Source: an optimization exercise on an open RTL-to-GDS flow (aim: small area and a short achievable clock period). Production flows keep margins and buffers that such runs may drop. Where RTL was checked, it was by simulation tests only, not by an equivalence proof against the original. No functional check of the RTL was part of run 5. Power figures rest on the tool's default switching activity, not on a simulated workload.

### design/flow/flow/run.sh
#!/bin/bash
set -euo pipefail
export BUFFER_PORTS_ARGS="-buffer_cell sky130_fd_sc_hd__buf_1"
export SETUP_SLACK_MARGIN=5.6
export CTS_ARGS="-sink_clustering_enable -repair_clock_nets -buf_list sky130_fd_sc_hd__clkbuf_16 -sink_clustering_size 25 -sink_clustering_max_diameter 100"
bash standard.sh > standard_flow.log 2>&1
### design/flow/standard.sh
#!/bin/bash
# synth_recipe.tcl (not shown) runs the flow's synth.tcl, then flattens the netlist and writes it again
# the make line also repeats each setting of config.mk as NAME=value (left out here)
make -C /OpenROAD-flow-scripts/flow DESIGN_CONFIG=/design/flow/config.mk WORK_HOME=/design/flow/orfs CLKGATE_MAP_FILE= SYNTH_SCRIPT=/design/flow/synth_recipe.tcl "${@:-finish}"
### design/flow/config.mk
export PLATFORM = sky130hd
export DESIGN_NAME = frame_tx_top
export DESIGN_NICKNAME = frame_tx_top
export VERILOG_FILES = /design/flow/design.v
export SDC_FILE = /design/flow/constraint.sdc
export NUM_CORES = 4
export LEC_CHECK = 0
export CAP_MARGIN = 0
export CORE_MARGIN = 2
export CORE_UTILIZATION = 45
export PLACE_DENSITY = 0.65
export SLEW_MARGIN = 0
export SYNTH_HIERARCHICAL = 1
### design/flow/constraint.sdc
create_clock -name core_clock -period 10.0 [get_ports {clk}]
set_input_delay 2.0000 -clock core_clock [delete_from_list [all_inputs] [get_ports {clk}]]
set_output_delay 2.0000 -clock core_clock [all_outputs]
set_load 0.01 [all_outputs]
### design/flow/design.v
`timescale 1ns/1ps
`default_nettype none
module frame_sequencer (
	input  logic        clk,
	input  logic        rst_n,
	input  logic        start,
	input  logic        data_out_rd,
	input  logic [10:0] ip_total,
	input  logic [8:0]  word_cnt,
	output logic        ctrl_load,
	output logic        ctrl_busy,
	output logic        ctrl_advance,
	output logic        ctrl_pop,
	output logic [12:0] hdr_sel,
	output logic        pay_phase,
	output logic        sop,
	output logic        eop,
	output logic        data_out_rdy,
	output logic [1:0]  be_out
);
	logic        state;
	logic [10:0] next_last_sum;
	logic        next_is_last;
	logic        tail_only;
	logic        last_r;
	logic        pop_ok;
	assign ctrl_load    = !state && start;
	assign ctrl_busy    = state;
	assign ctrl_advance = state && data_out_rd;
	assign next_last_sum = ip_total + 11'd9;
	assign next_is_last  = (pay_phase || hdr_sel[12]) && (word_cnt == next_last_sum[10:2]);
	assign tail_only = (ip_total[1] == ip_total[0]);
	assign ctrl_pop = data_out_rd && pop_ok;
	always_ff @(posedge clk) begin
		if (ctrl_load) begin
			hdr_sel   <= 13'd1;
			pay_phase <= 1'b0;
		end else if (ctrl_advance) begin
			hdr_sel   <= {hdr_sel[11:0], 1'b0};
			pay_phase <= pay_phase | hdr_sel[12];
		end
	end
	always_ff @(posedge clk or negedge rst_n) begin
		if (!rst_n) begin
			state  <= 1'b0;
			last_r <= 1'b0;
			pop_ok <= 1'b0;
		end else if (ctrl_load) begin
			state  <= 1'b1;
			last_r <= 1'b0;
			pop_ok <= 1'b0;
		end else if (ctrl_advance) begin
			state  <= !last_r;
			last_r <= next_is_last;
			pop_ok <= !last_r && (pay_phase | hdr_sel[12]) && !(next_is_last && tail_only);
		end
	end
	assign sop          = state && hdr_sel[0];
	assign eop          = last_r;
	assign be_out       = last_r ? {~ip_total[1], ip_total[0]} : 2'b00;
	assign data_out_rdy = state;
endmodule
`default_nettype wire
`timescale 1ns/1ps
`default_nettype none
module header_builder (
	input  logic        clk,
	input  logic        ctrl_load,
	input  logic        ctrl_advance,
	input  logic [12:0] hdr_sel,
	input  logic [47:0] mac_dst_addr,
	input  logic [47:0] mac_src_addr,
	input  logic [7:0]  ip_dsf,
	input  logic [15:0] ip_id,
	input  logic [2:0]  ip_flags,
	input  logic [12:0] ip_frag_offset,
	input  logic [7:0]  ip_ttl,
	input  logic [31:0] ip_src_addr,
	input  logic [31:0] ip_dst_addr,
	input  logic [15:0] tcp_src_port,
	input  logic [15:0] tcp_dst_port,
	input  logic [31:0] tcp_seq_num,
	input  logic [31:0] tcp_ack_num,
	input  logic [5:0]  tcp_flags,
	input  logic [15:0] tcp_window,
	input  logic [15:0] payload_len,
	input  logic [15:0] payload_sum,
	input  logic [15:0] carry,
	output logic [10:0] ip_total,
	output logic [8:0]  word_cnt,
	output logic [15:0] hdr_hi,
	output logic [15:0] hdr_lo
);
	localparam logic [15:0] ETHERTYPE = 16'h0800;
	localparam logic [7:0]  IP_PROTO  = 8'd6;
	localparam logic [15:0] TCP_LEN_ADJ = 16'hFFFF - 16'(20 + 20)
		+ 16'(20) + 16'(8'd6);
	logic [31:0] mac_dst_r;
	logic [15:0] mac_hi_ip_acc;
	logic [47:0] mac_src_r;
	logic [7:0]  ip_dsf_r;
	logic [15:0] ip_id_r;
	logic [2:0]  ip_flags_r;
	logic [12:0] ip_frag_r;
	logic [7:0]  ip_ttl_r;
	logic [31:0] ip_src_r;
	logic [31:0] ip_dst_r;
	logic [10:0] ip_total_r;
	logic [15:0] tcp_sport_r;
	logic [15:0] tcp_dport_r;
	logic [31:0] tcp_seq_r;
	logic [31:0] tcp_ack_r;
	logic [5:0]  tcp_flags_r;
	logic [15:0] tcp_window_r;
	logic [15:0] tcp_acc;
	always_ff @(posedge clk) begin
		if (ctrl_load) begin
			mac_src_r    <= mac_src_addr;
			ip_dsf_r     <= ip_dsf;
			ip_id_r      <= ip_id;
			ip_flags_r   <= ip_flags;
			ip_frag_r    <= ip_frag_offset;
			ip_ttl_r     <= ip_ttl;
			ip_src_r     <= ip_src_addr;
			ip_dst_r     <= ip_dst_addr;
			ip_total_r   <= 11'(payload_len + 16'(20 + 20));
			tcp_sport_r  <= tcp_src_port;
			tcp_dport_r  <= tcp_dst_port;
			tcp_seq_r    <= tcp_seq_num;
			tcp_ack_r    <= tcp_ack_num;
			tcp_flags_r  <= tcp_flags;
			tcp_window_r <= tcp_window;
		end
	end
	assign ip_total = ip_total_r;
	always_ff @(posedge clk) begin
		if (ctrl_load)
			mac_dst_r <= mac_dst_addr[31:0];
		else if (ctrl_advance && hdr_sel[1])
			mac_dst_r[8:0] <= 9'd2;
		else if (ctrl_advance && !hdr_sel[0])
			mac_dst_r[8:0] <= mac_dst_r[8:0] + 9'd1;
	end
	assign word_cnt = mac_dst_r[8:0];
	logic [15:0] part_hi, part_lo;
	always_comb begin
		part_hi = ({16{hdr_sel[4]}}  & {5'd0, ip_total_r})
		        | ({16{hdr_sel[5]}}  & {ip_flags_r, ip_frag_r})
		        | ({16{hdr_sel[7]}}  & ip_src_r[15:0])
		        | ({16{hdr_sel[8]}}  & ip_dst_r[15:0])
		        | ({16{hdr_sel[9]}}  & tcp_dport_r)
		        | ({16{hdr_sel[10]}} & tcp_seq_r[15:0])
		        | ({16{hdr_sel[11]}} & tcp_ack_r[15:0]);
		part_lo = ({16{hdr_sel[4]}}  & ip_id_r)
		        | ({16{hdr_sel[5]}}  & {ip_ttl_r, IP_PROTO})
		        | ({16{hdr_sel[6]}}  & ip_src_r[31:16])
		        | ({16{hdr_sel[7]}}  & ip_dst_r[31:16])
		        | ({16{hdr_sel[8]}}  & tcp_sport_r)
		        | ({16{hdr_sel[9]}}  & tcp_seq_r[31:16])
		        | ({16{hdr_sel[10]}} & tcp_ack_r[31:16])
		        | ({16{hdr_sel[11]}} & {4'd5, 6'd0, tcp_flags_r});
		hdr_hi = part_hi
		       | ({16{hdr_sel[0]}}  & mac_hi_ip_acc)
		       | ({16{hdr_sel[1]}}  & mac_dst_r[15:0])
		       | ({16{hdr_sel[2]}}  & mac_src_r[31:16])
		       | ({16{hdr_sel[3]}}  & ETHERTYPE)
		       | ({16{hdr_sel[6]}}  & ~mac_hi_ip_acc)
		       | ({16{hdr_sel[12]}} & tcp_window_r);
		hdr_lo = part_lo
		       | ({16{hdr_sel[0]}}  & mac_dst_r[31:16])
		       | ({16{hdr_sel[1]}}  & mac_src_r[47:32])
		       | ({16{hdr_sel[2]}}  & mac_src_r[15:0])
		       | ({16{hdr_sel[3]}}  & {8'h45, ip_dsf_r})
		       | ({16{hdr_sel[12]}} & ~tcp_acc);
	end
	logic        ip_slot;
	logic        tcp_slot;
	logic [15:0] sum_acc, sum_a, sum_b, sum_r;
	assign ip_slot  = hdr_sel[0] | hdr_sel[1] | hdr_sel[4] | hdr_sel[5];
	assign tcp_slot = hdr_sel[2] | hdr_sel[3] | (|hdr_sel[11:6]);
	assign sum_acc = ({16{hdr_sel[0]}} & {8'h45, ip_dsf_r})
	               | ({16{hdr_sel[1] | hdr_sel[4] | hdr_sel[5]}} & mac_hi_ip_acc)
	               | ({16{!ip_slot}} & tcp_acc);
	assign sum_a = ({16{hdr_sel[0]}} & ip_src_r[31:16])
	             | ({16{hdr_sel[1]}} & ip_dst_r[31:16])
	             | ({16{hdr_sel[2]}} & tcp_window_r)
	             | ({16{hdr_sel[3]}} & {5'd0, ip_total_r})
	             | part_hi;
	assign sum_b = ({16{hdr_sel[0]}} & ip_src_r[15:0])
	             | ({16{hdr_sel[1]}} & ip_dst_r[15:0])
	             | ({16{hdr_sel[2]}} & carry)
	             | ({16{hdr_sel[3]}} & TCP_LEN_ADJ)
	             | part_lo;
	oc_adder3 u_add (
		.x (sum_acc),
		.y (sum_a),
		.z (sum_b),
		.r (sum_r)
	);
	always_ff @(posedge clk) begin
		if (ctrl_load)
			mac_hi_ip_acc <= mac_dst_addr[47:32];
		else if (ctrl_advance && ip_slot)
			mac_hi_ip_acc <= sum_r;
	end
	always_ff @(posedge clk) begin
		if (ctrl_load)
			tcp_acc <= payload_sum;
		else if (ctrl_advance && tcp_slot)
			tcp_acc <= sum_r;
	end
endmodule
`default_nettype wire
`default_nettype none
module oc_adder3 (
	input  logic [15:0] x,
	input  logic [15:0] y,
	input  logic [15:0] z,
	output logic [15:0] r
);
	logic [15:0] s, c, g, p;
	logic [15:0] gg [0:4];
	logic [15:0] pp [0:4];
	assign s = x ^ y ^ z;
	assign c = {(x[14:0] & y[14:0]) | (x[14:0] & z[14:0]) | (y[14:0] & z[14:0]),
	            (x[15] & y[15]) | (x[15] & z[15]) | (y[15] & z[15])};
	assign g = s & c;
	assign p = s ^ c;
	assign gg[0] = g;
	assign pp[0] = p;
	for (genvar lv = 0; lv < 4; lv++) begin : g_lv
		for (genvar i = 0; i < 16; i++) begin : g_bit
			if (i & (1 << lv)) begin : g_node
				localparam int J = ((i >> lv) << lv) - 1;
				assign gg[lv+1][i] = gg[lv][i] | (pp[lv][i] & gg[lv][J]);
				assign pp[lv+1][i] = pp[lv][i] & pp[lv][J];
			end else begin : g_pass
				assign gg[lv+1][i] = gg[lv][i];
				assign pp[lv+1][i] = pp[lv][i];
			end
		end
	end
	assign r[0] = p[0] ^ gg[4][15];
	for (genvar i = 1; i < 16; i++) begin : g_sum
		assign r[i] = p[i] ^ (gg[4][i-1] | (pp[4][i-1] & gg[4][15]));
	end
endmodule
`default_nettype wire
`timescale 1ns/1ps
`default_nettype none
module payload_aligner (
	input  logic        clk,
	input  logic        ctrl_load,
	input  logic        ctrl_pop,
	input  logic        pay_phase,
	input  logic [15:0] tcp_urgent_ptr,
	input  logic [15:0] hdr_hi,
	input  logic [15:0] hdr_lo,
	input  logic [31:0] data_in,
	output logic [15:0] carry,
	output logic [31:0] data_out
);
	always_ff @(posedge clk) begin
		if (ctrl_load)
			carry <= tcp_urgent_ptr;
		else if (ctrl_pop)
			carry <= data_in[15:0];
	end
	assign data_out[31:16] = hdr_hi | (pay_phase ? carry : 16'h0000);
	assign data_out[15:0]  = hdr_lo | (pay_phase ? data_in[31:16] : 16'h0000);
endmodule
`default_nettype wire
`timescale 1ns/1ps
`default_nettype none
module frame_tx_top (
	input  logic        clk,
	input  logic        rst_n,
	input  logic        start,
	input  logic [47:0]   mac_dst_addr,
	input  logic [47:0]   mac_src_addr,
	input  logic [7:0]  ip_dsf,
	input  logic [15:0]       ip_id,
	input  logic [2:0]  ip_flags,
	input  logic [12:0] ip_frag_offset,
	input  logic [7:0]  ip_ttl,
	input  logic [31:0]    ip_src_addr,
	input  logic [31:0]    ip_dst_addr,
	input  logic [15:0]       tcp_src_port,
	input  logic [15:0]       tcp_dst_port,
	input  logic [31:0]    tcp_seq_num,
	input  logic [31:0]    tcp_ack_num,
	input  logic [5:0]  tcp_flags,
	input  logic [15:0]       tcp_window,
	input  logic [15:0]       tcp_urgent_ptr,
	input  logic [15:0]        payload_len,
	input  logic [15:0]       payload_sum,
	output logic [31:0]       data_out,
	output logic [1:0]         be_out,
	output logic        data_out_rdy,
	input  logic        data_out_rd,
	output logic        sop,
	output logic        eop,
	input  logic [31:0]       data_in,
	output logic        data_in_rd,
	output logic        busy
);
	logic        ctrl_load;
	logic        ctrl_advance;
	logic        ctrl_pop;
	logic [12:0] hdr_sel;
	logic        pay_phase;
	logic [10:0] ip_total;
	logic [8:0]  word_cnt;
	logic [15:0] hdr_hi;
	logic [15:0] hdr_lo;
	logic [15:0] carry;
	frame_sequencer u_seq (
		.clk          (clk),
		.rst_n        (rst_n),
		.start        (start),
		.data_out_rd  (data_out_rd),
		.ip_total     (ip_total),
		.word_cnt     (word_cnt),
		.ctrl_load    (ctrl_load),
		.ctrl_busy    (busy),
		.ctrl_advance (ctrl_advance),
		.ctrl_pop     (ctrl_pop),
		.hdr_sel      (hdr_sel),
		.pay_phase    (pay_phase),
		.sop          (sop),
		.eop          (eop),
		.data_out_rdy (data_out_rdy),
		.be_out       (be_out)
	);
	assign data_in_rd = ctrl_pop;
	header_builder u_hdr (
		.clk            (clk),
		.ctrl_load      (ctrl_load),
		.ctrl_advance   (ctrl_advance),
		.hdr_sel        (hdr_sel),
		.mac_dst_addr   (mac_dst_addr),
		.mac_src_addr   (mac_src_addr),
		.ip_dsf         (ip_dsf),
		.ip_id          (ip_id),
		.ip_flags       (ip_flags),
		.ip_frag_offset (ip_frag_offset),
		.ip_ttl         (ip_ttl),
		.ip_src_addr    (ip_src_addr),
		.ip_dst_addr    (ip_dst_addr),
		.tcp_src_port   (tcp_src_port),
		.tcp_dst_port   (tcp_dst_port),
		.tcp_seq_num    (tcp_seq_num),
		.tcp_ack_num    (tcp_ack_num),
		.tcp_flags      (tcp_flags),
		.tcp_window     (tcp_window),
		.payload_len    (payload_len),
		.payload_sum    (payload_sum),
		.carry          (carry),
		.ip_total       (ip_total),
		.word_cnt       (word_cnt),
		.hdr_hi         (hdr_hi),
		.hdr_lo         (hdr_lo)
	);
	payload_aligner u_align (
		.clk            (clk),
		.ctrl_load      (ctrl_load),
		.ctrl_pop       (ctrl_pop),
		.pay_phase      (pay_phase),
		.tcp_urgent_ptr (tcp_urgent_ptr),
		.hdr_hi         (hdr_hi),
		.hdr_lo         (hdr_lo),
		.data_in        (data_in),
		.carry          (carry),
		.data_out       (data_out)
	);
endmodule
`default_nettype wire
==> results of run 1 <==
[kinds of logic after synthesis]
kind of cell,after synthesis
XOR/XNOR,36
AND/OR/NAND/NOR,293
flip-flops,386
AO/OA/AOI/OAI,338
adder cells (fa/ha/maj),36
multiplexers,34
buffers and inverters,125
[final cells by class]
| class | count | area (sq um) |
|---|---|---|
| Inverter | 37 | 139 |
| Multi-Input combinational cell | 737 | 5660 |
| Sequential cell | 386 | 11500 |
| Antenna cell | 10 | 25.0 |
| Tap cell | 518 | 648 |
| Clock inverter | 15 | 68.8 |
| Fill cell | 3334 | 18000 |
| Clock buffer | 19 | 475 |
| Timing Repair Buffer | 467 | 1970 |
[power by group]
group	switching (mW)	internal [mW]	total, mW
combinational	0.158	0.115	0.273
sequential	0.0250	1.79	1.81
clock	0.515	0.355	0.869
[per-module statistics from Yosys, one instance, submodules excluded, a selection]
module,cells inside,flip-flops and latches,area [sq um],copies in the design
frame_sequencer,109,17,1020,1
oc_adder3,131,0,1160,1
header_builder,938,353,14200,1
payload_aligner,70,16,987,1
[worst reg2reg max path, cell delays in order, from the launching register on]
cell and delay, ns:
dfxtp_1 0.32, buf_6 0.21, a22oi_1 0.48, and3_1 0.31, nand3_1 0.17, fa_1 0.52
ha_1 0.38, and3_1 0.25, nand2_1 0.11, o41a_1 0.51, fa_1 0.48, xnor2_1 0.14
nand2b_1 0.09, nand2_1 0.05
[cell usage in the layout (no fill, tap or decap), types with 6 or more instances in the layout]
master,instances
o21ai_1,11
a222oi_1,53
and3_1,15
clkbuf_16,20
fa_1,17
mux2i_1,17
a22oi_1,104
and3_2,9
a221oi_2,8
buf_6,8
diode_2,10
nor2_1,11
a21oi_1,31
nand2b_1,15
mux2_4,10
dfxtp_1,7
inv_1,48
nand2b_4,7
o2111ai_1,9
buf_4,11
nand3b_1,8
buf_12,6
xnor2_1,24
nand2_1,132
a22o_1,18
a21o_1,36
o21ai_0,7
buf_1,440
nand3_1,52
nor3_1,10
ha_1,18
xor2_1,12
edfxtp_1,369
mux2_2,7
and3_4,6
a221o_1,8
[cell usage after synthesis (4+ instances only)]
cell       number  share of area
dfxtp_1        14          0.016
a31oi_1         5         0.0018
o21bai_1        4         0.0017
mux2i_1        17         0.0098
nand2b_1       22         0.0079
o21ai_0        18         0.0052
nand3_1        52          0.015
fa_1           17          0.020
nand2_1       132          0.028
xnor2_1        24          0.012
o2111ai_1      11         0.0055
a222oi_1       53          0.030
mux2_2          8         0.0052
buf_6           6         0.0039
a22oi_1       107          0.046
a21oi_1        32         0.0092
nor2_1         11         0.0024
xor2_1         12         0.0060
ha_1           19          0.014
nand3b_1        8         0.0034
buf_4          11         0.0047
nand4_1         5         0.0018
inv_1          37         0.0080
buf_2           8         0.0023
nor3_1         11         0.0032
a21o_1         36          0.016
a221o_1         8         0.0046
a221oi_1       14         0.0070
clkbuf_1       59          0.013
and3_1         30          0.011
mux2_4          9         0.0078
edfxtp_1      369           0.64
a211oi_1        5         0.0022
a22o_1         18         0.0091
[metrics by stage]
stage | cells | instance area, sq um | hold WS [ns]
6_report | 2189 | 20400 | 0.547
3_5_place_dp | 2137 | 19500 | 0.522
5_1_grt | 2185 | 20400 | 0.558
3_3_place_gp | 2137 | 19500 | 0.495
4_1_cts | 2171 | 20200 | 0.554
2_1_floorplan | 1248 | 17500 | 0.458
[registers in the layout, indices dropped and copies added, names as in the netlist, 16 cells and up]
name / count
u_hdr.ip_src_r: 32
u_hdr.mac_src_r: 48
u_hdr.tcp_seq_r: 32
u_hdr.mac_hi_ip_acc: 16
u_hdr.mac_dst_r: 32
u_hdr.tcp_ack_r: 32
u_hdr.tcp_dport_r: 16
u_hdr.tcp_sport_r: 16
u_hdr.ip_dst_r: 32
u_hdr.tcp_acc: 16
u_hdr.ip_id_r: 16
u_align.carry: 16
u_hdr.tcp_window_r: 16
[per-layer routing]
metal	GRT usage	vias up	share of wire	routed length [microns]
met5	0	-	0.00019	11
met4	0.0778	2	0.027	1530
met3	0.0503	79	0.10	5920
met2	0.413	748	0.44	25600
met1	0.418	6364	0.43	24700
li1	-	5753	-	-
[path summary, 6_finish.rpt]
check | end | slack, ns | from
worst max-delay path | data_in_rd | 5.61 | data_out_rd
worst min-delay path | u_seq.hdr_sel[5] | 0.55 | u_seq.hdr_sel[4]
worst max register to register | u_hdr.mac_hi_ip_acc[1] | 5.75 | u_seq.hdr_sel[9]
worst min register to register | u_seq.hdr_sel[5] | 0.55 | u_seq.hdr_sel[4]
max in group asynchronous | u_seq.last_r | 8.56 | rst_n
min in group asynchronous | u_seq.state | 1.26 | rst_n
[timing repair]
item	4_1_cts	5_1_grt
pin swaps	2	9
buffers inserted	0	7
gates resized for setup	41	37
setup endpoints to repair	57	38
cloned	0	1
==> metrics.md, run 1 <==
| Metric | Value |
|---|---|
| Status | timing/DRC/antenna clean |
| LEAKAGE | between 6 and 7 nW |
| RSZ-0062 raised after global routing | true |
| Critical path class | input pin to output port |
| # rows | 72 |
| Synthesis warning total | 12 |
| Xor and xnor area share after synthesis | 0.0181 |
| DRT Wirelength | 57800 microns |
| Initial drt markers | 1667 |
| DRC viols | 0 |
| Post-synth EDFFs | 369 |
| Synth Area in Adders | 0.0332 |
| Clock slew at reported path FFs | 0.10 ns |
| Vias in the first global route | 12588 |
| Kind of cell adding the most delay to the critical path | buffers and inverters |
| Cell Pwr Density | 145 nW/um^2 |
| Max FO, Critical Path | 4 |
| Crit. End Element | output port |
| CTS tree | yes |
| Clock Sinks | 386 |
| Max frequency | approximately 0.23 GHz |
| CP cell instances | buf_4 > and2_4 > buf_6 |
| Syn avg cell area | around 14 sq um |
| Final setup viols | 0 |
| Final setup TNS | 0 ns |
| First-pass GRT wire length | slightly above 80000 microns |
| TritonCTS Buffers | 19 |
| Synthesis-stage register bit count | 386 |
| Reg2Reg Depth | 13 |
| Die area | 40300 sq um |
| DP Wirelength | 41700 microns |
| CTS max path bufs | 3 |
| Top_reg_cell synth | edfxtp_1 |
| Final Hold Viols | 0 |
| Clk Latency, worst-skew pair | 0.55 ns |
| Min cycle time layout | 4.39 ns |
| Via count | 12946 |
| Synth Net Count | 1694 |
| CP arrival | 2.39 ns |
| Worst path buffer plus inverter count | 2 |
| WL/cell | 26.4 microns |
| GRT Util Overall | 0.277 |
| Fraction of layout cells with a size suffix above 1 | 0.0783 |
| Slew Viols, Final | 0 |
| Max-slew headroom | 0.296 |
| Pwr Total | 2.96 mW |
| Routability cong. | about 0.9 |
| CTS H-tree lvls | 1 |
| Final Util | 0.532 |
| Layout area overhead | 17.4% |
| Core Footprint | 38500 sq um |
| Hold Path Depth | 1 |
| Pin count of the biggest net entering global routing | 186 |
| Asr flop ratio synth | 0.00777 |
| Place WS | about 5.2 ns |
| Stages on the worst setup path | 3 |
| Via/cell ratio | roughly 5.9 |
| # nets final | 2094 |
| Crit path required time | 8.00 ns |
| Starting density of the core | 0.453 |
| Max-cap violations | 0 |
| Mapped Cells | 1248 |
| Routed Antenna Nets | 0 |
| Worst hold path class | flip-flop to flip-flop |
| Post-synthesis mux area share | 0.0227 |
| # IOs | 449 |
| Hold buffers post-CTS | 0 |
| Post-synthesis compound-gate area fraction | 0.153 |
| Root Driver | clkbuf_16 |
| Post-synthesis simple-gate area fraction | 0.0830 |
| Antenna violations before repair | 8 |
| Main combinational cell family by area after synthesis | compound AO/OA/AOI/OAI gates |
| Clk_skew | between 0.015 and 0.02 ns |
| Count of different cell masters after synthesis | 70 |
| Port bufs | 443 |
| Worst slew pin tran | 1.06 ns |
| First-pass DRT Iterations | 8 |
| Syn Std Cell Area | approximately 17000 sq um |
| CP Launch Type | input pin |
| Die extent in y | 201 microns |
| Setup ws final | roughly 5.6 ns |
| Total congestion overflow | 0 |
| Tcrit/Tclk final | 0.439 |
| Largest vdd supply drop | 0.000130 V |
| Slowest CP cell | and2_4 |
| Die Width | roughly 200 microns |
| Sequential area share after synthesis | 0.657 |
| Max incr delay on CP | 0.15 ns |
==> inputs of run 2 (changes only) <==
==> design/flow/flow/run.sh (replaced) <==
#!/bin/bash
set -euo pipefail
export BUFFER_PORTS_ARGS="-buffer_cell sky130_fd_sc_hd__buf_1"
export SETUP_SLACK_MARGIN=5.5
export CTS_ARGS="-sink_clustering_enable -repair_clock_nets -buf_list sky130_fd_sc_hd__clkbuf_16 -sink_clustering_size 28 -sink_clustering_max_diameter 110"
bash standard.sh > standard_flow.log 2>&1
--- a/design/flow/config.mk
+++ b/design/flow/config.mk
@@ -6,8 +6,8 @@
 export NUM_CORES = 4
 export LEC_CHECK = 0
-export CAP_MARGIN = 0
+export CAP_MARGIN = 20
 export CORE_MARGIN = 2
 export CORE_UTILIZATION = 45
 export PLACE_DENSITY = 0.65
-export SLEW_MARGIN = 0
+export SLEW_MARGIN = 20
 export SYNTH_HIERARCHICAL = 1
==> run 2 against run 1 <==
Power grew 0.61%. Via count rose by 0.35%. Worst setup slack got worse by 0.049 ns. Largest cell class unchanged. Non-clock buffer count shrank 5. Die area is the same. Critical path type is now flip-flop to output port. Still clean. Clock power grew 2.3%. Flip-flop and latch count is the same. Maximum frequency is 1.1% lower. Highest routed layer unchanged. Critical endpoint is now data_out[12]. Synthesized cell count is the same.
==> metrics.md, run 2 <==
| Metric | Value |
|---|---|
| CP Launch Type | flip-flop (was input pin) |
| DRT Wirelength | 57300 microns (was 57800 microns) |
| DRC viols | 0 (unchanged) |
| Top reg by flops | u_hdr.mac_src_r (unchanged) |
| Clock power share | 0.299 (was 0.294) |
| DP Wirelength | 41700 microns (unchanged) |
| Clock Sinks | 386 (unchanged) |
| Synthesis-stage register bit count | 386 (unchanged) |
| Total congestion overflow | 0 (unchanged) |
| LEAKAGE | 6.89 nW (was 6.97 nW) |
| Critical path class | flip-flop to output port (was input pin to output port) |
| CTS tree | yes (unchanged) |
| GRT Util Overall | 0.275 (was 0.277) |
| Sequential area share after synthesis | 0.657 (unchanged) |
| Mapped Cells | 1248 (unchanged) |
| Largest vdd supply drop | 0.000144 V (was 0.000130 V) |
| Initial drt markers | 1658 (was 1667) |
| Count of different cell masters after synthesis | 70 (unchanged) |
| # IOs | 449 (unchanged) |
| Sw frac | 0.235 (was 0.236) |
| Fraction of layout cells with a size suffix above 1 | 0.0677 (was 0.0783) |
| Core Footprint | 38500 sq um (unchanged) |
| Synthesis warning total | 12 (unchanged) |
| Antenna violations before repair | 9 (was 8) |
| Most common cell after layout, fill and taps aside | buf_1 (unchanged) |
| Routed Antenna Nets | 0 (unchanged) |
| Max-cap violations | 0 (unchanged) |
| Cell Pwr Density | 147 nW/um^2 (was 145 nW/um^2) |
| Top cell type by total area after synthesis | edfxtp_1 (unchanged) |
| Top_reg_cell synth | edfxtp_1 (unchanged) |
| Tcrit/Tclk final | 0.444 (was 0.439) |
| Top cells by area, synth | edfxtp_1 64%, a22oi_1 4.6%, a222oi_1 3.0% (unchanged) |
| Max-slew headroom | 0.306 (was 0.296) |
| Final hold slack | 0.554 ns (was 0.547 ns) |
| Final setup TNS | 0 ns (unchanged) |
| Commonest non-fill, non-tap cells in the layout | 442 x buf_1, 369 x edfxtp_1, 132 x nand2_1, 107 x a22oi_1, 53 x a222oi_1 (was 440 x buf_1, 369 x edfxtp_1, 132 x nand2_1, 104 x a22oi_1, 53 x a222oi_1) |
| RSZ-0062 raised after global routing | true (unchanged) |
| Die extent in y | 201 microns (unchanged) |
| Starting density of the core | 0.453 (unchanged) |
| CTS max path bufs | 3 (unchanged) |
| Clk Latency, worst-skew pair | 0.54 ns (was 0.55 ns) |
| Yosys top cell area share | 0.636 (unchanged) |
| Clk_skew | 0.0257 ns (was 0.0187 ns) |
| Min cycle time layout | 4.44 ns (was 4.39 ns) |
| Internal | 2.27 mW (was 2.26 mW) |
| Max FO, Critical Path | 29 (was 4) |
| Slew Viols, Final | 0 (unchanged) |
| Root Driver | clkbuf_16 (unchanged) |
| Clock slew at reported path FFs | 0.11 ns (was 0.10 ns) |
| Fill count | 3352 (was 3334) |
| First-pass DRT Iterations | 9 (was 8) |
| CTS H-tree lvls | 1 (unchanged) |
| Count leader, synth | edfxtp_1 (unchanged) |
| Port bufs | 443 (unchanged) |
| First-pass GRT wire length | 81900 microns (was 82400 microns) |
| Crit path required time | 8.00 ns (about the same) |
| Post-synth top cells | 369 x edfxtp_1, 132 x nand2_1, 107 x a22oi_1 (unchanged) |
| CP arrival | 2.44 ns (was 2.39 ns) |
| Vias in the first global route | 12535 (was 12588) |
| # rows | 72 (unchanged) |
| Worst hold path class | flip-flop to flip-flop (unchanged) |
| Die Width | 201 microns (unchanged) |
| Layout area overhead | 16.5% (was 17.4%) |
| Die area | 40300 sq um (unchanged) |
| Post-synth EDFFs | 369 (unchanged) |
| Via count | 12991 (was 12946) |
| Worst slew pin tran | 1.04 ns (was 1.06 ns) |
| TritonCTS Buffers | 18 (was 19) |
| Pin count of the biggest net entering global routing | 186 (unchanged) |
| Status | timing/DRC/antenna clean (unchanged) |
| Final setup viols | 0 (unchanged) |
| Max frequency | 0.225 GHz (was 0.228 GHz) |
| Synth Net Count | 1694 (unchanged) |
| Max FFs per register | 48 (unchanged) |
| # nets final | 2088 (was 2094) |
| Via/cell ratio | 5.96 (was 5.91) |
| Net Switching | 700 uW (was 698 uW) |
| Final Hold Viols | 0 (unchanged) |
| Routability cong. | 0.888 (unchanged) |
| Flop pwr share | 0.610 (was 0.614) |
| Combinational Power Share | 0.091 (was 0.092) |
| Syn Std Cell Area | 17400 sq um (unchanged) |
| Asr flop ratio synth | 0.00777 (unchanged) |
| WL/cell | 26.3 microns (was 26.4 microns) |
| Crit. End Element | output port (unchanged) |
| Syn avg cell area | 14.0 sq um (unchanged) |
==> run 2: cell families (layout without fill, tap and decap cells) <==
logic type / after synthesis / after routing / share of synthesized area
adder cells (fa/ha/maj): 36 / 36 / 0.0332
multiplexers: 34 / 34 / 0.0227
XOR/XNOR: 36 / 36 / 0.0181
other: 0 / 9 / 0
AO/OA/AOI/OAI: 338 / 338 / 0.153
AND/OR/NAND/NOR: 293 / 293 / 0.0830
buffers and inverters: 125 / 531 / 0.0334
flip-flops: 386 / 386 / 0.657
==> run 2: routing by layer <==
| layer | vias to the layer above | global-route usage | wire [microns] | part of all wire |
|---|---|---|---|---|
| li1 | 5737 | - | - | - |
| met1 | 6411 | 0.415 | 24500 | 0.43 |
| met2 | 763 | 0.409 | 25500 | 0.44 |
| met3 | 78 | 0.0529 | 5910 | 0.10 |
| met4 | 2 | 0.0759 | 1440 | 0.025 |
| met5 | - | 0 | 11 | 0.00019 |
==> run 2: final timing paths <==
kind / endpoint / slack, ns / startpoint / depth (start not counted)
max: data_out[12] / 5.56 / u_seq.hdr_sel[5] / 7
min: u_seq.hdr_sel[12] / 0.55 / u_seq.hdr_sel[12] / 1
max reg2reg: u_hdr.mac_hi_ip_acc[1] / 5.67 / u_seq.hdr_sel[9] / 14
min reg2reg: u_seq.hdr_sel[12] / 0.55 / u_seq.hdr_sel[12] / 1
max in group asynchronous: u_seq.state / 8.55 / rst_n / 1
min in group asynchronous: u_seq.last_r / 1.27 / rst_n / 1
==> run 2: area by class of cell <==
| class | count | area [sq um] | share of cell area |
|---|---|---|---|
| flip-flops and latches | 386 | 11400 | 0.564 |
| multi-input cells | 737 | 5600 | 0.276 |
| repair buffers | 462 | 1870 | 0.0922 |
| well taps | 518 | 648 | 0.0319 |
| clock buffers | 20 | 500 | 0.0247 |
| inverters | 37 | 139 | 0.00684 |
| clock inverters | 12 | 65.1 | 0.00321 |
| diodes | 9 | 22.5 | 0.00111 |
==> run 2: Yosys stat by module (local to each module, per instance), a selection <==
module	copies in the design	cell area, sq um	flops+latches	cells
payload_aligner	1	987	16	70
oc_adder3	1	1160	0	131
frame_sequencer	1	1020	17	109
header_builder	1	14200	353	938
==> run 2: power by group through the flow <==
stage                     sequential (mW)  combinational (mW)  clock, mW
after floorplan                      1.84               0.143          0
after CTS                            1.81               0.272      0.900
after detailed placement             1.85               0.270          0
after global routing                 1.82               0.296      0.958
after global placement               1.85               0.266          0
final                                1.81               0.271      0.889
==> run 2: worst max-delay path, cell delays in order, from the launching register on <==
cell       delay (ns)
dfxtp_1          0.33
buf_4            0.27
a22o_1           0.26
a221oi_1         0.23
and3_1           0.34
o2111ai_1        0.15
a21o_1           0.17
buf_1            0.12
==> run 2: stage by stage <==
stage / power [mW] / worst slack, ns / cell area, sq um / util / cells
after floorplan: 1.98 / 2.27 / 17500 / - / 1248
after global placement: 2.12 / 5.26 / 19500 / 0.508 / 2137
after detailed placement: 2.12 / 5.17 / 19500 / 0.508 / 2137
after CTS: 2.99 / 5.50 / 20200 / 0.524 / 2169
after global routing: 3.07 / 5.49 / 20300 / 0.527 / 2178
final: 2.97 / 5.56 / 20300 / 0.528 / 2181
==> run 2: what timing repair did <==
| action | CTS | global route |
|---|---|---|
| endpoints found under the setup margin | 38 | 32 |
| buffers inserted | 0 | 3 |
| hold buffers | 0 | 0 |
| gates resized for setup | 19 | 26 |
| pin swaps | 2 | 1 |
==> inputs of run 3 (changes only) <==
==> design/flow/flow/run.sh (replaced) <==
#!/bin/bash
set -euo pipefail
export BUFFER_PORTS_ARGS="-buffer_cell sky130_fd_sc_hd__buf_1"
export SETUP_SLACK_MARGIN=5.6
export CTS_ARGS="-sink_clustering_enable -repair_clock_nets -buf_list {sky130_fd_sc_hd__clkbuf_8 sky130_fd_sc_hd__clkbuf_16} -sink_clustering_size 25 -sink_clustering_max_diameter 100"
bash standard.sh > standard_flow.log 2>&1
==> run 3 against run 2 <==
Clock-buffer cell count grew 1. Worst setup slack gained 0.049 ns. Non-clock buffer count grew 5. Highest routed layer unchanged. Global-route usage grew 0.18 points. Cell count grew 0.32%. Critical endpoint is now data_in_rd.
==> metrics.md, run 3 <==
| Metric | Value |
|---|---|
| DRC viols | 0 (unchanged) |
| Post-synthesis simple-gate area fraction | 0.0830 (unchanged) |
| Pin count of the biggest net entering global routing | 186 (unchanged) |
| Die area | 40300 sq um (unchanged) |
| DRT Wirelength | 57800 microns (was 57300 microns) |
| Crit. End Element | output port (unchanged) |
| Port bufs | 443 (unchanged) |
| Slew Viols, Final | 0 (unchanged) |
| CP Launch Type | input pin (was flip-flop) |
| Final Util | 0.532 (was 0.528) |
| Yosys top cell area share | 0.636 (unchanged) |
| Max-slew headroom | 0.267 (was 0.306) |
| Top reg by flops | u_hdr.mac_src_r (unchanged) |
| Die Width | 201 microns (unchanged) |
| GRT Util Overall | 0.277 (was 0.275) |
| Tcrit/Tclk final | 0.439 (was 0.444) |
| CTS max path bufs | 3 (unchanged) |
| Post-synth EDFFs | 369 (unchanged) |
| Min cycle time layout | 4.39 ns (was 4.44 ns) |
| Initial drt markers | 1683 (was 1658) |
| Synthesis warning total | 12 (unchanged) |
| Layout area overhead | 17.5% (was 16.5%) |
| Total congestion overflow | 0 (unchanged) |
| CTS tree | yes (unchanged) |
| # IOs | 449 (unchanged) |
| Top_reg_cell synth | edfxtp_1 (unchanged) |
| Commonest non-fill, non-tap cells in the layout | 440 x buf_1, 369 x edfxtp_1, 132 x nand2_1, 104 x a22oi_1, 53 x a222oi_1 (was 442 x buf_1, 369 x edfxtp_1, 132 x nand2_1, 107 x a22oi_1, 53 x a222oi_1) |
| Post-synthesis compound-gate area fraction | 0.153 (unchanged) |
| Starting density of the core | 0.453 (unchanged) |
| CTS H-tree lvls | 1 (unchanged) |
| Fraction of layout cells with a size suffix above 1 | 0.0789 (was 0.0677) |
| Synth Net Count | 1694 (unchanged) |
| Core Footprint | 38500 sq um (unchanged) |
| Final hold slack | 0.548 ns (was 0.554 ns) |
| First-pass DRT Iterations | 6 (was 9) |
| Routed Antenna Nets | 0 (unchanged) |
| Cell Pwr Density | 145 nW/um^2 (was 147 nW/um^2) |
| Via/cell ratio | 5.96 (about the same) |
| Slowest CP cell | and2_4 (was and3_1) |
| Synthesis-stage register bit count | 386 (unchanged) |
| CP arrival | 2.39 ns (was 2.44 ns) |
| Xor and xnor area share after synthesis | 0.0181 (unchanged) |
| Largest vdd supply drop | 0.000130 V (was 0.000144 V) |
| Post-synth top cells | 369 x edfxtp_1, 132 x nand2_1, 107 x a22oi_1 (unchanged) |
| Antenna violations before repair | 8 (was 9) |
| TritonCTS Buffers | 19 (was 18) |
| Max incr delay on CP | 0.15 ns (was 0.34 ns) |
| Syn avg cell area | 14.0 sq um (unchanged) |
| Crit path required time | 8.00 ns (about the same) |
| Syn Std Cell Area | 17400 sq um (unchanged) |
| Most common cell after layout, fill and taps aside | buf_1 (unchanged) |
| Max FO, Critical Path | 4 (was 29) |
| Top cells by area, synth | edfxtp_1 64%, a22oi_1 4.6%, a222oi_1 3.0% (unchanged) |
| Synth Area in Adders | 0.0332 (unchanged) |
| Vias in the first global route | 12588 (was 12535) |
| Clock slew at reported path FFs | 0.10 ns (was 0.11 ns) |
| Max frequency | 0.228 GHz (was 0.225 GHz) |
| Count leader, synth | edfxtp_1 (unchanged) |
| Final Hold Viols | 0 (unchanged) |
| Die extent in y | 201 microns (unchanged) |
| Hold buffers post-CTS | 0 (unchanged) |
| Clk Latency, worst-skew pair | 0.55 ns (was 0.54 ns) |
| First-pass GRT wire length | 82400 microns (was 81900 microns) |
| Sequential area share after synthesis | 0.657 (unchanged) |
| Max FFs per register | 48 (unchanged) |
| Fill count | 3330 (was 3352) |
| Critical path class | input pin to output port (was flip-flop to output port) |
| Clock Sinks | 386 (unchanged) |
| Top cell type by total area after synthesis | edfxtp_1 (unchanged) |
| Final setup viols | 0 (unchanged) |
| Count of different cell masters after synthesis | 70 (unchanged) |
| Main combinational cell family by area after synthesis | compound AO/OA/AOI/OAI gates (unchanged) |
| Final setup TNS | 0 ns (unchanged) |
| Worst slew pin tran | 1.10 ns (was 1.04 ns) |
| LEAKAGE | 6.98 nW (was 6.89 nW) |
| CP cell instances | buf_4 > and2_4 > buf_6 (was buf_4 > a22o_1 > a221oi_1 > and3_1 > o2111ai_1 > a21o_1 > buf_1) |
| Routability cong. | 0.888 (unchanged) |
| Via count | 13032 (was 12991) |
| Worst hold path class | flip-flop to flip-flop (unchanged) |
| Asr flop ratio synth | 0.00777 (unchanged) |
| DP Wirelength | 41700 microns (unchanged) |
| Root Driver | clkbuf_16 (unchanged) |
| # rows | 72 (unchanged) |
| # nets final | 2094 (was 2088) |
| Max-cap violations | 0 (unchanged) |
| Post-synthesis mux area share | 0.0227 (unchanged) |
| RSZ-0062 raised after global routing | true (unchanged) |
| Status | timing/DRC/antenna clean (unchanged) |
| Mapped Cells | 1248 (unchanged) |
| WL/cell | 26.4 microns (was 26.3 microns) |
| Clk_skew | 0.0195 ns (was 0.0257 ns) |
[run 3: cell types whose count changed in the layout (fill, tap and decap cells not counted), moves of 4 or more]
cell and delta:
buf_6 +5, inv_1 +4, and3_4 +4, and3_1 -5
[run 3: worst paths after layout]
kind | endpoint | from | slack [ns] | cells after the start
worst max-delay path | data_in_rd | data_out_rd | 5.61 | 3
worst min-delay path | u_seq.hdr_sel[5] | u_seq.hdr_sel[4] | 0.55 | 1
worst max register to register | u_hdr.mac_hi_ip_acc[1] | u_seq.hdr_sel[9] | 5.75 | 13
worst min register to register | u_seq.hdr_sel[5] | u_seq.hdr_sel[4] | 0.55 | 1
max in group asynchronous | u_seq.last_r | rst_n | 8.56 | 1
min in group asynchronous | u_seq.state | rst_n | 1.26 | 1
[run 3: through the flow]
step | cell area (sq um) | setup WS [ns] | std cells | power [mW]
after floorplan | 17500 | 2.27 | 1248 | 1.98
after global placement | 19500 | 5.26 | 2137 | 2.12
after detailed placement | 19500 | 5.17 | 2137 | 2.12
after CTS | 20200 | 5.57 | 2171 | 2.99
after global routing | 20500 | 5.60 | 2185 | 3.07
final | 20500 | 5.61 | 2188 | 2.97
[run 3: final cells by class]
cell class	instances	area [sq um]	area share
flip-flops and latches	386	11500	0.560
multi-input cells	737	5660	0.277
repair buffers	467	1970	0.0965
well taps	518	648	0.0317
clock buffers	21	503	0.0246
inverters	37	139	0.00679
clock inverters	13	61.3	0.00300
diodes	9	22.5	0.00110
[run 3: critical path: cells and delay by family]
kind          cells  cell delay (ns)
simple gates      1             0.15
buf+inv           2             0.24
[run 3: timing repair]
| action | in CTS | in global routing |
|---|---|---|
| setup endpoints to repair | 57 | 39 |
| resized for setup | 41 | 37 |
| pin swaps | 2 | 9 |
| cloned | 0 | 1 |
| setup buffers | 0 | 7 |
[run 3: per-module statistics from Yosys (local to each module, per instance), a selection]
module | flops+latches | cells | area (sq um) | copies in the design
oc_adder3 | 0 | 131 | 1160 | 1
payload_aligner | 16 | 70 | 987 | 1
frame_sequencer | 17 | 109 | 1020 | 1
header_builder | 353 | 938 | 14200 | 1
[run 3: power by group]
group	total [mW]	switching (mW)	internal [mW]	leakage, nW
sequential	1.81	0.0249	1.79	3.48
combinational	0.274	0.158	0.115	3.19
clock	0.885	0.515	0.370	0.318
[run 3: kinds of logic after synthesis]
kind of cell | after synthesis
muxes | 34
xor gates and xnor gates | 36
DFF | 386
AOI/OAI and AO/OA | 338
adders and majority gates | 36
and+or+nand+nor | 293
buffers and inverters | 125
[run 3: layer usage]
layer  up-vias  global-route usage  part of all wire
li1       5758                   -                 -
met1      6433               0.418              0.42
met2       755               0.413              0.44
met3        84              0.0503              0.10
met4         2              0.0778             0.028
met5         -                   0           0.00019
==> inputs of run 4 (changes only) <==
==> design/flow/flow/run.sh (replaced) <==
#!/bin/bash
set -euo pipefail
export BUFFER_PORTS_ARGS="-buffer_cell sky130_fd_sc_hd__buf_1"
export SETUP_SLACK_MARGIN=5.6
export CTS_ARGS="-sink_clustering_enable -repair_clock_nets -buf_list sky130_fd_sc_hd__clkbuf_8 -root_buf sky130_fd_sc_hd__clkbuf_16 -sink_clustering_size 18 -sink_clustering_max_diameter 80"
bash standard.sh > standard_flow.log 2>&1
==> run 4 against run 3 <==
Still clean on timing, DRC and antenna. Final area grew 0.35%. Wire length grew 0.67%. Via count grew 0.45%. Largest cell class unchanged. Highest routed layer unchanged.
==> metrics.md, run 4 <==
| Metric | Value |
|---|---|
| Post-synth top cells | 369 x edfxtp_1, 132 x nand2_1, 107 x a22oi_1 (unchanged) |
| Min cycle time layout | 4.39 ns (about the same) |
| Post-synth EDFFs | 369 (unchanged) |
| # nets final | 2105 (was 2094) |
| # IOs | 449 (unchanged) |
| Max incr delay on CP | 0.14 ns (was 0.15 ns) |
| Pin count of the biggest net entering global routing | 186 (unchanged) |
| Max FO, Critical Path | 4 (unchanged) |
| CP cell instances | buf_4 > and2_4 > buf_6 (unchanged) |
| Top cell type by total area after synthesis | edfxtp_1 (unchanged) |
| Syn Std Cell Area | 17400 sq um (unchanged) |
| Final cell count without fillers | 2207 (was 2188) |
| Final Util | 0.534 (was 0.532) |
| RR Endpoint | u_hdr.tcp_acc[1] (was u_hdr.mac_hi_ip_acc[1]) |
| Final Hold Viols | 0 (unchanged) |
| RR Startpoint | u_seq.hdr_sel[9] (unchanged) |
| First-pass DRT Iterations | 8 (was 6) |
| Most common cell after layout, fill and taps aside | buf_1 (unchanged) |
| DRC viols | 0 (unchanged) |
| Count leader, synth | edfxtp_1 (unchanged) |
| Sequential area share after synthesis | 0.657 (unchanged) |
| Hold Crit Start | u_seq.hdr_sel[12] (was u_seq.hdr_sel[4]) |
| Max-slew headroom | 0.279 (was 0.267) |
| Layout area overhead | 17.9% (was 17.5%) |
| Slowest CP cell | and2_4 (unchanged) |
| DRT Wirelength | 58200 microns (was 57800 microns) |
| Final hold slack | 0.553 ns (was 0.548 ns) |
| R2R Setup Slk | 5.76 ns (was 5.75 ns) |
| GRT Util Overall | 0.278 (was 0.277) |
| Status | timing/DRC/antenna clean (unchanged) |
| Clock slew at reported path FFs | 0.11 ns (was 0.10 ns) |
| CTS H-tree lvls | 1 (unchanged) |
| Crit. End Element | output port (unchanged) |
| Reg2Reg Depth | 13 (unchanged) |
| Via/cell ratio | 5.93 (was 5.96) |
| Clk Latency, worst-skew pair | 0.55 ns (about the same) |
| Slew Viols, Final | 0 (unchanged) |
| CTS tree | yes (unchanged) |
| Die Width | 201 microns (unchanged) |
| Port bufs | 443 (unchanged) |
| Vias in the first global route | 12683 (was 12588) |
| DP Wirelength | 41700 microns (unchanged) |
| Top cells by area, synth | edfxtp_1 64%, a22oi_1 4.6%, a222oi_1 3.0% (unchanged) |
| CP arrival | 2.39 ns (about the same) |
| Internal | 2.25 mW (was 2.27 mW) |
| Hold Path Depth | 1 (unchanged) |
| Asr flop ratio synth | 0.00777 (unchanged) |
| Root Driver | clkbuf_16 (unchanged) |
| Fraction of layout cells with a size suffix above 1 | 0.0874 (was 0.0789) |
| Max frequency | 0.228 GHz (about the same) |
| Commonest non-fill, non-tap cells in the layout | 440 x buf_1, 369 x edfxtp_1, 132 x nand2_1, 105 x a22oi_1, 53 x a222oi_1 (was 440 x buf_1, 369 x edfxtp_1, 132 x nand2_1, 104 x a22oi_1, 53 x a222oi_1) |
| Core Footprint | 38500 sq um (unchanged) |
| Tcrit/Tclk final | 0.439 (about the same) |
| Routability cong. | 0.888 (unchanged) |
| Yosys top cell area share | 0.636 (unchanged) |
| WL/cell | 26.4 microns (about the same) |
| Max-cap violations | 0 (unchanged) |
| Die extent in y | 201 microns (unchanged) |
| Clock Sinks | 386 (unchanged) |
| Worst hold path class | flip-flop to flip-flop (unchanged) |
| Clock power share | 0.299 (was 0.298) |
| Pwr Total | 2.98 mW (was 2.97 mW) |
| Starting density of the core | 0.453 (unchanged) |
| Hold path endpoint | u_seq.hdr_sel[12] (was u_seq.hdr_sel[5]) |
| Top_reg_cell synth | edfxtp_1 (unchanged) |
| Critical path class | input pin to output port (unchanged) |
| # rows | 72 (unchanged) |
| Count of different cell masters after synthesis | 70 (unchanged) |
| Sw frac | 0.244 (was 0.235) |
| Max FFs per register | 48 (unchanged) |
| Synth Net Count | 1694 (unchanged) |
| CTS max path bufs | 3 (unchanged) |
| First-pass GRT wire length | 82500 microns (was 82400 microns) |
| Cell Pwr Density | 145 nW/um^2 (about the same) |
| Synthesis-stage register bit count | 386 (unchanged) |
| Syn avg cell area | 14.0 sq um (unchanged) |
| Antenna violations before repair | 7 (was 8) |
| Via count | 13091 (was 13032) |
| Net Switching | 727 uW (was 698 uW) |
| Worst path buffer plus inverter count | 2 (unchanged) |
| Clk_skew | 0.0266 ns (was 0.0195 ns) |
| Initial drt markers | 1656 (was 1683) |
| CP Launch Type | input pin (unchanged) |
| Routed Antenna Nets | 0 (unchanged) |
| Top reg by flops | u_hdr.mac_src_r (unchanged) |
| Final setup TNS | 0 ns (unchanged) |
| TritonCTS Buffers | 28 (was 19) |
| Final setup viols | 0 (unchanged) |
| Kind of cell adding the most delay to the critical path | buffers and inverters (unchanged) |
| LEAKAGE | 7.03 nW (was 6.98 nW) |
| Worst slew pin tran | 1.08 ns (was 1.10 ns) |
| Mapped Cells | 1248 (unchanged) |
| Largest vdd supply drop | 0.000129 V (was 0.000130 V) |
| Cells after DPL | 2137 (unchanged) |
| Combinational Power Share | 0.092 (about the same) |
| RSZ-0062 raised after global routing | true (unchanged) |
| Die area | 40300 sq um (unchanged) |
| Flop pwr share | 0.609 (was 0.610) |
| Total congestion overflow | 0 (unchanged) |
| Synthesis warning total | 12 (unchanged) |
| Crit path required time | 8.00 ns (about the same) |
-- run 4: cell counts after synthesis --
Identical to the previous run, type by type.
-- run 4: worst register-to-register path, stage by stage, from the launching register on --
cell,delay (ns)
dfxtp_1,0.32
buf_6,0.21
a22oi_1,0.47
and3_1,0.32
nand3_1,0.17
fa_1,0.51
ha_1,0.38
and3_1,0.25
nand2_1,0.10
o41a_1,0.50
fa_1,0.48
xnor2_1,0.14
nand2b_1,0.09
nand2_1,0.05
-- run 4: how the worst max path moves through the flow --
stage                      from                      to  depth (start not counted)
2_1_floorplan             start        u_seq.hdr_sel[6]                          4
3_3_place_gp   u_seq.hdr_sel[7]  u_hdr.mac_hi_ip_acc[1]                         15
3_5_place_dp   u_seq.hdr_sel[7]        u_hdr.tcp_acc[1]                         15
4_1_cts        u_seq.hdr_sel[7]             data_out[7]                          7
5_1_grt             data_in[24]             data_out[8]                          3
6_report            data_out_rd              data_in_rd                          3
-- run 4: final cells by class --
class,instances,area (sq um)
diodes,8,20.0
inverters,37,139
repair buffers,469,2010
clock inverters,22,160
multi-input cells,737,5660
clock buffers,30,447
fillers,3337,17900
flip-flops and latches,386,11500
well taps,518,648
-- run 4: what timing repair did --
item / CTS / global route
gates resized for setup: 43 / 37
setup buffers: 0 / 8
endpoints found under the hold margin: 0 / 0
setup endpoints to repair: 57 / 38
hold buffers: 0 / 0
pin swaps: 2 / 11
gates cloned: 0 / 2
-- run 4: kinds of logic after synthesis --
| logic type | after synthesis | synth area share |
|---|---|---|
| adders and majority gates | 36 | 0.0332 |
| AOI/OAI and AO/OA | 338 | 0.153 |
| buffers and inverters | 125 | 0.0334 |
| DFF | 386 | 0.657 |
| xor gates and xnor gates | 36 | 0.0181 |
| and+or+nand+nor | 293 | 0.0830 |
| muxes | 34 | 0.0227 |
-- run 4: through the flow --
| stage | cell area, sq um | worst slack (ns) |
|---|---|---|
| 6_report | 20500 | 5.61 |
| 3_5_place_dp | 19500 | 5.17 |
| 2_1_floorplan | 17500 | 2.27 |
| 5_1_grt | 20500 | 5.60 |
| 3_3_place_gp | 19500 | 5.26 |
| 4_1_cts | 20300 | 5.57 |
-- run 4: per-layer routing --
layer | global-route usage | up-vias | share of wire
met2 | 0.410 | 804 | 0.44
met1 | 0.414 | 6411 | 0.42
met3 | 0.0542 | 96 | 0.10
met5 | 0 | - | 0.00019
li1 | - | 5778 | -
met4 | 0.0897 | 2 | 0.035
-- run 4: per-module statistics from Yosys (local to each module, per instance), a selection --
module           area [sq um]  flops+latches  cells
frame_sequencer          1020             17    109
header_builder          14200            353    938
oc_adder3                1160              0    131
payload_aligner           987             16     70
-- run 4: power groups by stage --
| stage | clock, mW | combinational (mW) | sequential (mW) |
|---|---|---|---|
| 6_report | 0.892 | 0.274 | 1.81 |
| 2_1_floorplan | 0 | 0.143 | 1.84 |
| 3_5_place_dp | 0 | 0.270 | 1.85 |
| 5_1_grt | 0.966 | 0.299 | 1.82 |
| 4_1_cts | 0.910 | 0.274 | 1.81 |
| 3_3_place_gp | 0 | 0.266 | 1.85 |
==> inputs of run 5 (changes only) <==
--- a/design/flow/design.v
+++ b/design/flow/design.v
@@ -32,13 +32,22 @@
 	assign tail_only = (ip_total[1] == ip_total[0]);
 	assign ctrl_pop = data_out_rd && pop_ok;
+	logic [6:0] hdr_cnt;
 	always_ff @(posedge clk) begin
 		if (ctrl_load) begin
-			hdr_sel   <= 13'd1;
+			hdr_cnt   <= '0;
 			pay_phase <= 1'b0;
-		end else if (ctrl_advance) begin
-			hdr_sel   <= {hdr_sel[11:0], 1'b0};
-			pay_phase <= pay_phase | hdr_sel[12];
+		end else if (ctrl_advance && !pay_phase) begin
+			hdr_cnt   <= {hdr_cnt[5:0], ~hdr_cnt[6]};
+			pay_phase <= hdr_sel[12];
 		end
 	end
+	always_comb begin
+		hdr_sel[0] = !hdr_cnt[6] && !hdr_cnt[0];
+		for (int k = 1; k < 7; k++)
+			hdr_sel[k] = hdr_cnt[k-1] && !hdr_cnt[k];
+		hdr_sel[7] = hdr_cnt[6] && hdr_cnt[0];
+		for (int k = 1; k < 6; k++)
+			hdr_sel[7+k] = !hdr_cnt[k-1] && hdr_cnt[k];
+	end
 	always_ff @(posedge clk or negedge rst_n) begin
 		if (!rst_n) begin
==> design/flow/flow/run.sh (replaced) <==
#!/bin/bash
set -euo pipefail
export BUFFER_PORTS_ARGS="-buffer_cell sky130_fd_sc_hd__buf_1"
export SETUP_SLACK_MARGIN=5.5
export CTS_ARGS="-sink_clustering_enable -repair_clock_nets -buf_list sky130_fd_sc_hd__clkbuf_16 -sink_clustering_size 25 -sink_clustering_max_diameter 100"
bash standard.sh > standard_flow.log 2>&1
--- a/design/flow/config.mk
+++ b/design/flow/config.mk
@@ -8,6 +8,6 @@
 export CAP_MARGIN = 20
 export CORE_MARGIN = 2
-export CORE_UTILIZATION = 45
-export PLACE_DENSITY = 0.65
+export CORE_UTILIZATION = 50
+export PLACE_DENSITY = 0.7
 export SLEW_MARGIN = 20
 export SYNTH_HIERARCHICAL = 1
==> run 5 against run 4 <==
Die area decreased by 10%. Sequential power up 33%. Still clean. First-iteration DRC count rose by 12%. Register-to-register slack got worse by 0.14 ns. Combinational power increased to 22 times the previous value. Flip-flop and latch count is 6 lower. Sequential share of layout area shrank 1.2 points. Critical endpoint is now data_out[9].
==> metrics.md, run 5 <==
| Metric | Value |
|---|---|
| Core Footprint | 34300 sq um (was 38500 sq um) |
| Max-slew headroom | 0.307 (was 0.279) |
| Die Width | 190 microns (was 201 microns) |
| Via count | 13237 (was 13091) |
| Initial drt markers | 1859 (was 1656) |
| RSZ-0062 raised after global routing | true (unchanged) |
| Root Driver | clkbuf_16 (unchanged) |
| Max FFs per register | 48 (unchanged) |
| Asr flop ratio synth | 0.00789 (was 0.00777) |
| CTS max path bufs | 3 (unchanged) |
| Clk Latency, worst-skew pair | 0.55 ns (about the same) |
| Clock slew at reported path FFs | 0.10 ns (was 0.11 ns) |
| Routed Antenna Nets | 0 (unchanged) |
| Die extent in y | 190 microns (was 201 microns) |
| DP Wirelength | 39800 microns (was 41700 microns) |
| Via/cell ratio | 6.07 (was 5.93) |
| GRT Util Overall | 0.305 (was 0.278) |
| Max frequency | 0.220 GHz (was 0.228 GHz) |
| Syn Std Cell Area | 17300 sq um (was 17400 sq um) |
| Largest vdd supply drop | 0.000315 V (was 0.000129 V) |
| Sequential area share after synthesis | 0.654 (was 0.657) |
| Most common cell after layout, fill and taps aside | buf_1 (unchanged) |
| Fraction of layout cells with a size suffix above 1 | 0.103 (was 0.0874) |
| Top cells by area, synth | edfxtp_1 64%, a22oi_1 4.7%, nand2_1 3.1% (was edfxtp_1 64%, a22oi_1 4.6%, a222oi_1 3.0%) |
| Layout area overhead | 20.1% (was 17.9%) |
| Worst hold path class | flip-flop to flip-flop (unchanged) |
| Count of different cell masters after synthesis | 65 (was 70) |
| Routability cong. | 0.928 (was 0.888) |
| Status | timing/DRC/antenna clean (unchanged) |
| Total congestion overflow | 0 (unchanged) |
| Crit. End Element | output port (unchanged) |
| Top_reg_cell synth | edfxtp_1 (unchanged) |
| Mapped Cells | 1275 (was 1248) |
| Port bufs | 443 (unchanged) |
| WL/cell | 26.1 microns (was 26.4 microns) |
| Final hold slack | 0.518 ns (was 0.553 ns) |
| Commonest non-fill, non-tap cells in the layout | 439 x buf_1, 369 x edfxtp_1, 141 x nand2_1, 103 x a22oi_1, 53 x a222oi_1 (was 440 x buf_1, 369 x edfxtp_1, 132 x nand2_1, 105 x a22oi_1, 53 x a222oi_1) |
| Fill count | 2810 (was 3337) |
| # rows | 68 (was 72) |
| Max-cap violations | 0 (unchanged) |
| # nets final | 2149 (was 2105) |
| Clock Sinks | 380 (was 386) |
| DRC viols | 0 (unchanged) |
| CTS tree | yes (unchanged) |
| Die area | 36100 sq um (was 40300 sq um) |
| CTS H-tree lvls | 1 (unchanged) |
| Synthesis-stage register bit count | 380 (was 386) |
| Crit path required time | 8.00 ns (about the same) |
| Starting density of the core | 0.504 (was 0.453) |
| Vias in the first global route | 12539 (was 12683) |
| Final setup viols | 0 (unchanged) |
| Count leader, synth | edfxtp_1 (unchanged) |
| Clk_skew | 0.0203 ns (was 0.0266 ns) |
| CP Launch Type | flip-flop (was input pin) |
| First-pass DRT Iterations | 9 (was 8) |
| Final Hold Viols | 0 (unchanged) |
| Synthesis warning total | 12 (unchanged) |
| DRT Wirelength | 56900 microns (was 58200 microns) |
| Top cell type by total area after synthesis | edfxtp_1 (unchanged) |
| Top reg by flops | u_hdr.mac_src_r (unchanged) |
| Synth Net Count | 1721 (was 1694) |
| Cell Pwr Density | 449 nW/um^2 (was 145 nW/um^2) |
| Pin count of the biggest net entering global routing | 260 (was 186) |
| Worst slew pin tran | 1.04 ns (was 1.08 ns) |
| Post-synth EDFFs | 369 (unchanged) |
| Yosys top cell area share | 0.641 (was 0.636) |
| # IOs | 449 (unchanged) |
| Final setup TNS | 0 ns (unchanged) |
| Min cycle time layout | 4.55 ns (was 4.39 ns) |
| Post-synth top cells | 369 x edfxtp_1, 142 x nand2_1, 108 x a22oi_1 (was 369 x edfxtp_1, 132 x nand2_1, 107 x a22oi_1) |
| Slew Viols, Final | 0 (unchanged) |
| Tcrit/Tclk final | 0.455 (was 0.439) |
| Max FO, Critical Path | 8 (was 4) |
| CP arrival | 2.55 ns (was 2.39 ns) |
| First-pass GRT wire length | 79900 microns (was 82500 microns) |
| Syn avg cell area | 13.6 sq um (was 14.0 sq um) |
| Antenna violations before repair | 7 (unchanged) |
| LEAKAGE | 6.85 nW (was 7.03 nW) |
| Critical path class | flip-flop to output port (was input pin to output port) |
| TritonCTS Buffers | 19 (was 28) |
==> run 5: changes by cell type in the layout (fill, tap and decap cells not counted), moves of 10 or more <==
cell       delta
a22o_1       -12
a21oi_1      +10
clkbuf_16    +17
o21ai_0      +14
buf_4        +18
clkbuf_8     -27
==> run 5: final cells by class <==
type	instances	area [sq um]	share of cell area
flip-flops and latches	380	11300	0.546
diodes	9	22.5	0.00108
well taps	455	569	0.0274
multi-input cells	772	5860	0.282
clock buffers	21	526	0.0253
repair buffers	490	2230	0.107
inverters	40	170	0.00820
clock inverters	12	57.6	0.00277
==> run 5: final timing paths <==
path | startpoint | endpoint | slack (ns) | cells past startpoint
hold / removal | u_seq.hdr_cnt[5] | u_seq.hdr_cnt[5] | 0.52 | 2
setup / recovery | u_seq.hdr_cnt[4] | data_out[9] | 5.45 | 7
setup reg to reg | u_seq.hdr_cnt[4] | u_hdr.mac_hi_ip_acc[0] | 5.62 | 16
hold reg to reg | u_seq.hdr_cnt[5] | u_seq.hdr_cnt[5] | 0.52 | 2
min in group asynchronous | rst_n | u_seq.pop_ok | 1.28 | 1
max in group asynchronous | rst_n | u_seq.last_r | 8.52 | 1
==> run 5: logic make-up after synthesis <==
kind of cell / count (synthesis) / share of synthesized area
AO/OA/AOI/OAI: 330 / 0.145
XOR/XNOR: 35 / 0.0177
adder cells (fa/ha/maj): 36 / 0.0334
buffers and inverters: 124 / 0.0328
flip-flops: 380 / 0.654
multiplexers: 32 / 0.0216
AND/OR/NAND/NOR: 338 / 0.0950
==> run 5: per-module statistics from Yosys, one instance, submodules excluded, a selection <==
module / cells inside / copies in the design / area, sq um / flip-flops and latches
header_builder: 938 / 1 / 14200 / 353
oc_adder3: 150 / 1 / 1200 / 0
payload_aligner: 70 / 1 / 987 / 16
frame_sequencer: 117 / 1 / 858 / 11
==> run 5: what timing repair did <==
item                       4_1_cts  5_1_grt
pin swaps                        7       22
gates resized for setup         59       68
setup endpoints to repair       65       50
hold buffers                     0        0
buffers inserted                13       12
gates cloned                     4        1
==> run 5: worst max-delay path, cell delays in order (launching register included) <==
cell and delay [ns]:
dfxtp_4 0.38, nor2b_4 0.14, buf_12 0.14, a222oi_1 0.57, and3_4 0.35, o2111ai_2 0.12
a21o_1 0.17, buf_2 0.13
==> run 5: per-layer routing <==
layer,vias up,track usage,wire length (microns)
li1,5872,-,-
met1,6475,0.447,23600
met2,808,0.465,25800
met3,78,0.0653,6090
met4,4,0.0805,1390
met5,-,0,28
==> run 5: power by group <==
group          total, mW  switching [mW]  internal [mW]
combinational       6.02            3.61           2.41
sequential          2.41           0.145           2.27
clock              0.887           0.503          0.384
total               9.32            4.26           5.06
==> run 5: stage by stage <==
stage	instance area, sq um	total power, mW	util	setup WS [ns]	cells
after floorplan	17300	6.15	-	5.58	1275
after global placement	19300	7.50	0.563	4.91	2107
after detailed placement	19300	7.59	0.563	4.86	2107
after CTS	20300	8.82	0.593	5.47	2157
after global routing	20800	10.1	0.605	5.40	2174
final	20800	9.32	0.606	5.45	2179

[re-timing with driven ports]
No port has a modelled driver above. Below, the same layouts with a new extraction and two added sets of constraints.
Step 1 (the two cells are an assumption about what drives the block):
set clk [get_ports {clk}]
set_driving_cell -lib_cell sky130_fd_sc_hd__clkbuf_16 $clk
set_driving_cell -lib_cell sky130_fd_sc_hd__buf_2 [delete_from_list [all_inputs] $clk]
Step 2 moves the port delays by t, midway between the first and last clock arrival at a register: inputs arrive t later, outputs are due t later. That takes back most of the time a late clock gives input paths.
Three values: no drivers, after step 1, after step 2; two values: the first two.
| run | shift t [ns] | setup WS [ns] | worst setup path after step 2 |
|---|---|---|---|
| run 1 | 0.592 | 5.606 / 5.579 / 5.368 | input to register |
| run 2 | 0.585 | 5.557 / 5.503 / 5.407 | input to register |
| run 3 | 0.592 | 5.606 / 5.579 / 5.390 | input to register |
| run 4 | 0.595 | 5.608 / 5.582 / 5.351 | input to register |
| run 5 | 0.593 | 5.449 / 5.393 / 5.486 | input to register |
After both steps every run listed still meets setup and hold. For run 4, which loses most, drivers alone change the setup slack by -0.026 ns; drivers and shift together by -0.257 ns.
